This design comes from an exercise in tuning for small area, a short achievable clock period and few clock cycles on the open sky130 flow, not from production work. Function was checked by simulation only, so behaviour that the tests miss may differ from the original. Power is estimated from default activity; no workload was simulated.

==> design.v <==
package cache_geom_pkg;
	localparam int ADDR_W = 32;
	localparam int TAG_W = 24;
	localparam int INDEX_W = 4;
	localparam int SETS = 16;
	localparam int WORD_SEL_W = 1;
	localparam int WORDS_PER_LINE = 2;
	localparam int WAYS = 2;
	localparam int WORD_W = 64;
	localparam int STRB_W = 8;
	localparam int LINE_W = 128;
	localparam int OFFSET_W = 4;
	localparam int INDEX_LSB = OFFSET_W;
	localparam int TAG_LSB = INDEX_LSB + INDEX_W;
	localparam int WORD_LSB = OFFSET_W - WORD_SEL_W;
	function automatic logic [WORD_W-1:0] strb_merge(
		input logic [WORD_W-1:0] old_data,
		input logic [WORD_W-1:0] new_data,
		input logic [STRB_W-1:0] strb
	);
		logic [WORD_W-1:0] merged;
		for (int i = 0; i < STRB_W; i++) begin
			merged[i*8 +: 8] = strb[i] ? new_data[i*8 +: 8] : old_data[i*8 +: 8];
		end
		strb_merge = merged;
	endfunction
endpackage
package cache_ctrl_pkg;
	typedef enum logic [2:0] {
		ST_IDLE,
		ST_LOOKUP,
		ST_WRITE,
		ST_MISS,
		ST_REFILL,
		ST_DONE
	} ctrl_state_t;
	typedef enum logic {
		OP_READ,
		OP_WRITE
	} req_op_t;
endpackage
`timescale 1ns/1ns
module cache_top (
	input  logic                              clk,
	input  logic                              rst,
	input  logic                              req_valid,
	input  logic                              req_op,
	input  logic [cache_geom_pkg::ADDR_W-1:0] req_addr,
	input  logic [cache_geom_pkg::STRB_W-1:0] wstrb,
	input  logic [cache_geom_pkg::WORD_W-1:0] wdata,
	output logic                              addr_ok,
	output logic                              data_ok,
	output logic [cache_geom_pkg::WORD_W-1:0] rdata,
	output logic                              waxi_valid,
	output logic [cache_geom_pkg::ADDR_W-1:0] waxi_addr,
	output logic [cache_geom_pkg::LINE_W-1:0] waxi_data,
	input  logic                              waxi_ready,
	output logic                              raxi_valid,
	output logic [cache_geom_pkg::ADDR_W-1:0] raxi_addr,
	input  logic                              raxi_dvalid,
	input  logic                              raxi_dlast,
	input  logic [cache_geom_pkg::WORD_W-1:0] raxi_data
);
	localparam int QD = 8;    
	localparam int QW = 3;
	logic [63:0] dq [64];
	logic [23:0] tq [32];
	logic [31:0] valid_q, dirty_q;
	logic        rr_q;
	logic        sk_v, r1_v;
	logic        sk_op, r1_op;
	logic [23:0] sk_tag, r1_tag;
	logic [3:0]  sk_set, r1_set;
	logic        sk_word, r1_word;
	logic [7:0]  sk_strb, r1_strb;
	logic [63:0] sk_wdata, r1_wdata;
	logic acc, adv, r1_free;
	assign addr_ok = !sk_v;
	assign acc = req_valid && !sk_v;
	assign r1_free = !r1_v || adv;
	always_ff @(posedge clk) begin
		if (rst) begin
			sk_v <= 1'b0;
			r1_v <= 1'b0;
		end else if (r1_free) begin
			r1_v <= sk_v || acc;
			sk_v <= 1'b0;
		end else if (acc) begin
			sk_v <= 1'b1;
		end
	end
	always_ff @(posedge clk) begin
		if (r1_free) begin
			if (sk_v) begin
				r1_op <= sk_op;
				r1_tag <= sk_tag;
				r1_set <= sk_set;
				r1_word <= sk_word;
				r1_strb <= sk_strb;
				r1_wdata <= sk_wdata;
			end else begin
				r1_op <= req_op;
				r1_tag <= req_addr[31:8];
				r1_set <= req_addr[7:4];
				r1_word <= req_addr[3];
				r1_strb <= wstrb;
				r1_wdata <= wdata;
			end
		end
		if (!r1_free && !sk_v) begin
			sk_op <= req_op;
			sk_tag <= req_addr[31:8];
			sk_set <= req_addr[7:4];
			sk_word <= req_addr[3];
			sk_strb <= wstrb;
			sk_wdata <= wdata;
		end
	end
	logic [QD-1:0] q_v, q_rdy, q_op, q_word;
	logic [4:0]    q_ln [QD];
	logic [QW-1:0] q_head, q_tail;
	logic [QW:0]   q_cnt;
	logic        mp_v;        
	logic        m_req;       
	logic        m_beat;      
	logic [4:0]  m_ln;
	logic        m_op, m_word;
	logic [7:0]  m_strb;
	logic [63:0] m_wdata;
	logic [27:0] m_raddr;
	logic [QW-1:0] m_qidx;
	logic         wbr_v;      
	logic [27:0]  vr_addr;
	logic         wb_v;
	logic [27:0]  wb_addr;
	logic [127:0] wb_data;
	logic        w3_v;        
	logic [5:0]  w3_wi;
	logic [7:0]  w3_strb;
	logic [63:0] w3_wdata;
	logic beat_now, fill_done_now, vread_now;
	assign beat_now = m_req && raxi_dvalid;
	assign fill_done_now = beat_now && m_beat;
	assign vread_now = wbr_v && !wb_v;
	logic [4:0]  ln0, ln1, vln, hln;
	logic [23:0] t0, t1;
	logic        v0, v1, h0, h1, hit, vway, vdirty;
	logic        w_conf, v_conf, stall;
	assign ln0 = {1'b0, r1_set};
	assign ln1 = {1'b1, r1_set};
	assign t0 = tq[ln0];
	assign t1 = tq[ln1];
	assign v0 = valid_q[ln0];
	assign v1 = valid_q[ln1];
	assign h0 = v0 && (t0 == r1_tag);
	assign h1 = v1 && (t1 == r1_tag);
	assign hit = h0 || h1;
	assign hln = {h1, r1_set};
	assign vway = !v0 ? 1'b0 : !v1 ? 1'b1 : rr_q;
	assign vln = {vway, r1_set};
	assign vdirty = valid_q[vln] && dirty_q[vln];
	always_comb begin
		w_conf = 1'b0;
		v_conf = 1'b0;
		for (int e = 0; e < QD; e++) begin
			if (q_v[e] && !q_op[e] && q_ln[e][3:0] == r1_set && q_word[e] == r1_word)
				w_conf = 1'b1;
			if (q_v[e] && !q_op[e] && q_ln[e] == vln)
				v_conf = 1'b1;
		end
	end
	assign stall = (q_cnt == QD[QW:0]) || (w3_v && beat_now) ||
		(hit ? (r1_op && (w_conf || (mp_v && m_ln[3:0] == r1_set))) :
		       ((mp_v && !fill_done_now) || v_conf));
	assign adv = r1_v && !stall;
	always_ff @(posedge clk) begin
		if (rst) begin
			valid_q <= '0;
			dirty_q <= '0;
			rr_q <= 1'b0;
		end else if (adv) begin
			if (hit) begin
				if (r1_op) dirty_q[hln] <= 1'b1;
			end else begin
				valid_q[vln] <= 1'b1;
				dirty_q[vln] <= r1_op;
				rr_q <= !rr_q;
			end
		end
	end
	for (genvar l = 0; l < 32; l++) begin : g_tag
		always_ff @(posedge clk) begin
			if (adv && !hit && vln == l) tq[l] <= r1_tag;
		end
	end
	assign raxi_valid = mp_v && (m_req ||
		((!wbr_v || vread_now) && !(wb_v && wb_addr == m_raddr)));
	assign raxi_addr = {m_raddr, 4'h0};
	always_ff @(posedge clk) begin
		if (rst) begin
			mp_v <= 1'b0;
			m_req <= 1'b0;
			m_beat <= 1'b0;
		end else begin
			if (raxi_valid && !m_req) m_req <= 1'b1;
			if (beat_now) m_beat <= !m_beat;
			if (fill_done_now) begin
				mp_v <= 1'b0;
				m_req <= 1'b0;
			end
			if (adv && !hit) begin
				mp_v <= 1'b1;
				m_req <= 1'b0;
				m_beat <= 1'b0;
			end
		end
	end
	always_ff @(posedge clk) begin
		if (adv && !hit) begin
			m_ln <= vln;
			m_op <= r1_op;
			m_word <= r1_word;
			m_strb <= r1_strb;
			m_wdata <= r1_wdata;
			m_raddr <= {r1_tag, r1_set};
			m_qidx <= q_tail;
			vr_addr <= {vway ? t1 : t0, r1_set};
		end
	end
	logic [4:0]   rd_ln;
	logic [127:0] rline;
	always_ff @(posedge clk) begin
		if (rst) begin
			wbr_v <= 1'b0;
			wb_v <= 1'b0;
		end else begin
			if (wb_v && waxi_ready) wb_v <= 1'b0;
			if (vread_now) begin
				wb_v <= 1'b1;
				wbr_v <= 1'b0;
			end
			if (adv && !hit) wbr_v <= vdirty;
		end
	end
	always_ff @(posedge clk) begin
		if (vread_now) begin
			wb_data <= rline;
			wb_addr <= vr_addr;
		end
	end
	assign waxi_valid = wb_v;
	assign waxi_addr = {wb_addr, 4'h0};
	assign waxi_data = wb_data;
	logic [63:0] wbus;
	logic [7:0]  fill_merge;
	logic [5:0]  fill_wi;
	assign fill_wi = {m_ln, m_beat};
	assign fill_merge = (m_op && m_beat == m_word) ? m_strb : 8'h00;
	always_comb begin
		for (int b = 0; b < 8; b++) begin
			if (beat_now)
				wbus[b*8 +: 8] = fill_merge[b] ? m_wdata[b*8 +: 8] : raxi_data[b*8 +: 8];
			else
				wbus[b*8 +: 8] = w3_wdata[b*8 +: 8];
		end
	end
	for (genvar i = 0; i < 64; i++) begin : g_data
		logic wf, ww;
		assign wf = beat_now && fill_wi == i;
		assign ww = w3_v && !beat_now && w3_wi == i;
		always_ff @(posedge clk) begin
			for (int b = 0; b < 8; b++) begin
				if (wf || (ww && w3_strb[b])) dq[i][b*8 +: 8] <= wbus[b*8 +: 8];
			end
		end
	end
	always_ff @(posedge clk) begin
		if (rst) begin
			w3_v <= 1'b0;
		end else if (!(w3_v && beat_now)) begin
			w3_v <= adv && hit && r1_op;
		end
	end
	always_ff @(posedge clk) begin
		if (adv && hit && r1_op) begin
			w3_wi <= {hln, r1_word};
			w3_strb <= r1_strb;
			w3_wdata <= r1_wdata;
		end
	end
	logic [QW-1:0] h;
	logic          serve;
	logic          ok_q;
	logic [63:0]   rdata_q;
	assign h = q_head;
	assign serve = q_v[h] && q_rdy[h] && (q_op[h] || !vread_now);
	assign rd_ln = vread_now ? m_ln : q_ln[h];
	assign rline = {dq[{rd_ln, 1'b1}], dq[{rd_ln, 1'b0}]};
	always_ff @(posedge clk) begin
		if (rst) begin
			q_v <= '0;
			q_head <= '0;
			q_tail <= '0;
			q_cnt <= '0;
			ok_q <= 1'b0;
		end else begin
			ok_q <= serve;
			if (serve) begin
				q_v[h] <= 1'b0;
				q_head <= q_head + 1'b1;
			end
			if (adv) begin
				q_v[q_tail] <= 1'b1;
				q_tail <= q_tail + 1'b1;
			end
			q_cnt <= q_cnt + (adv ? 1'b1 : 1'b0) - (serve ? 1'b1 : 1'b0);
		end
	end
	always_ff @(posedge clk) begin
		if (fill_done_now) q_rdy[m_qidx] <= 1'b1;
		if (adv) begin
			q_rdy[q_tail] <= hit;
			q_op[q_tail] <= r1_op;
			q_word[q_tail] <= r1_word;
			q_ln[q_tail] <= hit ? hln : vln;
		end
	end
	always_ff @(posedge clk) begin
		if (serve && !q_op[h]) rdata_q <= q_word[h] ? rline[127:64] : rline[63:0];
	end
	assign data_ok = ok_q;
	assign rdata = rdata_q;
endmodule
==> run.sh <==
#!/bin/bash
# synth_recipe.tcl (not shown) runs the flow's synth.tcl, then flattens the netlist and writes it again
# the make line also repeats each setting of config.mk as NAME=value (left out here)
make -C /OpenROAD-flow-scripts/flow DESIGN_CONFIG=/design/flow/config.mk WORK_HOME=/design/flow/orfs CLKGATE_MAP_FILE= SYNTH_SCRIPT=/design/flow/synth_recipe.tcl finish
==> config.mk <==
export PLATFORM = sky130hd
export DESIGN_NAME = cache_top
export DESIGN_NICKNAME = cache_top
export VERILOG_FILES = /design/flow/design.v
export SDC_FILE = /design/flow/constraint.sdc
export NUM_CORES = 4
export LEC_CHECK = 0
export CAP_MARGIN = 20
export CORE_MARGIN = 2
export CORE_UTILIZATION = 40
export SLEW_MARGIN = 20
==> constraint.sdc <==
create_clock -name core_clock -period 6.5 [get_ports {clk}]
set_input_delay 1.3000 -clock core_clock [delete_from_list [all_inputs] [get_ports {clk}]]
set_output_delay 1.3000 -clock core_clock [all_outputs]
set_load 0.01 [all_outputs]
==> impl_metrics.tcl <==
set metrics [dict create \
    synthArstFlopShare_pct 0 \
    finalPower_w 0.0850 \
    worst_slack_ps 423 \
    synth_area_um2 213000 \
    vias_per_cell 6.39 \
    syn_to_final_growth_pct 17.0 \
    synth_xor_xnor_area_share_pct 0.361 \
    synth-seq-area-share_pct 79.1 \
    synth_cells 12900 \
    antenna_found_initial 49 \
    instances_no_fill 21300 \
    path_max_fanout 21 \
    period_needed_ps 6080 \
    overflow 0 \
    drcViolationCount 0 \
    max_slew.worst_pin.slew_ps 1380 \
    clkLatencyLatePin_ps 1150 \
    io_buffers 422 \
    clockBufferDepth 4 \
    hpwl_um 515000 \
    cap_viol_max_count 0 \
    report.final.hold_viol_count 0 \
    start_util_pct 40.1 \
    fill_cells 45000 \
    crit_arrival_ps 6820 \
    grt_pass1_vias 126000 \
    synth_top_family_by_area "compound AO/OA/AOI/OAI gates" \
    skew_ps 118 \
    synth_compound_area_share_pct 10.6 \
    grtUsageTotal_pct 29.0 \
    htreeDepth 6 \
    status "finished clean" \
    synth-edff-count 5552 \
    drtAntennaViolNets 0 \
    die_area_um2 539000 \
    first_pass_iters 12 \
    grt_pass1_wl_um 1080000 \
    fin_nets 14000 \
    critPathRequiredTime_ps 7240 \
    p_leak_nw 83.1 \
    setup_viol 0 \
    worst-setup-path-type "reg -> reg" \
    clk_pin_slew_worst_paths_ps 60 \
    gp_congestion 0.966 \
    cts-root-buf "clkbuf_16" \
    synth_flop_cell "edfxtp_1" \
    numCtsBuffers 583 \
    post-cts-setup-buffers 0 \
    fp-row-count 268 \
    power_density_nw_per_um2 341 \
    drt_wl_total_um 808000 \
    synth_area_per_cell_um2 16.5 \
    io_pins 435 \
    avgRoutedWirePerCell_um 37.9 \
    post_cts_resized 0 \
    die_w_um 734 \
    critPathCaptureType "register" \
    relSlewSlack_pct 7.62 \
    fin_setup_tns_ps 0 \
    hold_buffers 0 \
    mostFrequentLayoutCell "edfxtp_1" \
    synthDistinctLibCells 101 \
    numPlacedInstances 20200 \
    grt_start_max_net_pins 87 \
    reg2reg_slack_ps 420 \
    rsz0062_at_grt "false" \
    hold_slack_ps 390 \
    place_ws_ps 539 \
    fmax_mhz 165 \
    synth.ff_latch_count 5655 \
    synthAdderAreaFrac_pct 0.138 \
    yosys_warnings 3 \
    num_vias 136000 \
    muxShareOfSynthArea_pct 2.01 \
    period_share_pct 93.5 \
    core_um2 532000 \
    die_y_um 734 \
    drt-initial-drc-count 23000 \
    drive_above_1_share_pct 13.4 \
    drv_slew 0 \
    synthSimpleGateAreaFrac_pct 6.10 \
    layout_common_cells "edfxtp_1 (5552), a22oi_1 (1955), nand2_1 (1553)" \
    start_kind "register" \
    tritoncts "built" \
    clock-sinks 5655 \
    hp-class "reg -> reg" \
    vdd_drop_max_v 0.000275 \
]
-- worst max-delay path, stage by stage (launching register included) --
cell and delay, ps:
edfxtp_1 940, buf_4 340, nand2b_1 340, buf_4 410, nor2_1 100, a2111oi_1 680
a21oi_1 190, nor4b_1 410, nand4_1 140, or4_1 620, o31ai_2 110, buf_4 200
mux2i_1 290, o21ai_4 110, buf_12 160, nor2_4 210, buf_12 210, buf_4 200
-- stage by stage --
stage	instance area (µm²)	util, %
final	250000	46.9
after CTS	249000	46.9
after floorplan	213000	-
after detailed placement	231000	43.4
after global routing	250000	46.9
after global placement	231000	43.4
-- sequential cells by signal, summed over array words and instances, names as in the netlist, 24 cells and up, named ones only --
| register | count |
|---|---|
| w3_wdata | 64 |
| wb_data | 128 |
| m_raddr | 24 |
| vr_addr | 28 |
| wb_addr | 28 |
| m_wdata | 64 |
| sk_tag | 24 |
| q_ln | 40 |
| r1_tag | 24 |
| rdata_q | 64 |
| tq | 768 |
| dq | 4096 |
| valid_q | 32 |
| sk_wdata | 64 |
| dirty_q | 32 |
| r1_wdata | 64 |
-- power by group --
| group | leakage [nW] | switching (W) | total [W] | internal (W) |
|---|---|---|---|---|
| logic | 23.2 | 0.00777 | 0.0107 | 0.00291 |
| clock network | 8.94 | 0.0145 | 0.0329 | 0.0184 |
| registers | 51.0 | 0.000312 | 0.0415 | 0.0411 |
-- logic make-up after synthesis --
| family | count (synthesis) |
|---|---|
| AOI/OAI and AO/OA | 3066 |
| xor gates and xnor gates | 88 |
| adders and majority gates | 23 |
| buffers and inverters | 834 |
| DFF | 5655 |
| muxes | 357 |
| other | 1 |
| and+or+nand+nor | 2881 |
-- worst paths after layout --
check               startpoint     endpoint  cells after the start
setup / recovery     r1_set[2]   sk_tag[19]                     17
hold / removal    r1_wdata[29]  m_wdata[29]                      0
setup reg to reg     r1_set[2]   sk_tag[19]                     17
hold reg to reg   r1_wdata[29]  m_wdata[29]                      0
-- cell usage after synthesis (33+ instances only) --
cell type / count / area [µm²]
edfxtp_1: 5552 / 167000
a22oi_1: 1955 / 14700
nand2_1: 1556 / 5840
clkbuf_1: 415 / 1560
nor2_1: 400 / 1500
nand4_1: 249 / 1560
a21oi_1: 237 / 1190
buf_1: 194 / 728
mux2_2: 184 / 2070
a21o_1: 166 / 1250
nand3_1: 154 / 771
o21ai_0: 150 / 751
mux2i_1: 134 / 1340
nor3_1: 130 / 651
buf_2: 128 / 641
nor4_1: 113 / 707
a221oi_1: 111 / 972
dfxtp_1: 103 / 2060
a22o_1: 90 / 788
a222oi_1: 57 / 571
inv_1: 51 / 191
xnor2_1: 49 / 429
a31oi_1: 46 / 288
or3_1: 39 / 244
xor2_1: 39 / 342
mux4_2: 38 / 856
nand2b_1: 38 / 238
and3_1: 36 / 225
o22ai_1: 33 / 206
-- layer usage --
layer	vias up	global-route usage, %	share of wire (%)
li1	53700	-	-
met1	69500	37.9	36
met2	10800	44.0	44
met3	2038	8.16	13
met4	28	15.1	6.3
met5	-	0.362	0.051
-- final cells by class --
cell class	instances	area, µm²	area share (%)
multi-input cells	6423	42600	17.1
well taps	7020	8780	3.52
clock inverters	302	3050	1.22
repair buffers	1074	10700	4.29
clock buffers	738	15300	6.15
flip-flops and latches	5655	169000	67.6
diodes	28	70.1	0.0281
inverters	58	238	0.0953
Testbench counts, summed over its fixed seeds: cycles 9,476.

what the ideal ports hide:
Ports are ideal in the flow. The routed layout listed here was re-timed in OpenROAD.
Step 1: set_driving_cell puts a clkbuf_16 on clk and a buf_2 on each other input, an assumption about the parent block.
Step 2, shift: input delay + t, output delay - t, t = (earliest + latest rising clock arrival at the registers) / 2. This alone moves slack from input paths to output paths.
Three values: no drivers, after step 1, after step 2; two values: the first two.
t, ns: 1.218
slack for setup (ns): 0.423 / 0.423 / 0.423
hold slack, ns: 0.390 / 0.390 / 0.390
slew at the worst register clock pin (ns): 0.08 / 0.08
pins driven straight from the clock port: 1
After both steps setup and hold are still met in this run. For this run, drivers alone change the setup slack by 0.000 ns; drivers and shift together by 0.000 ns.
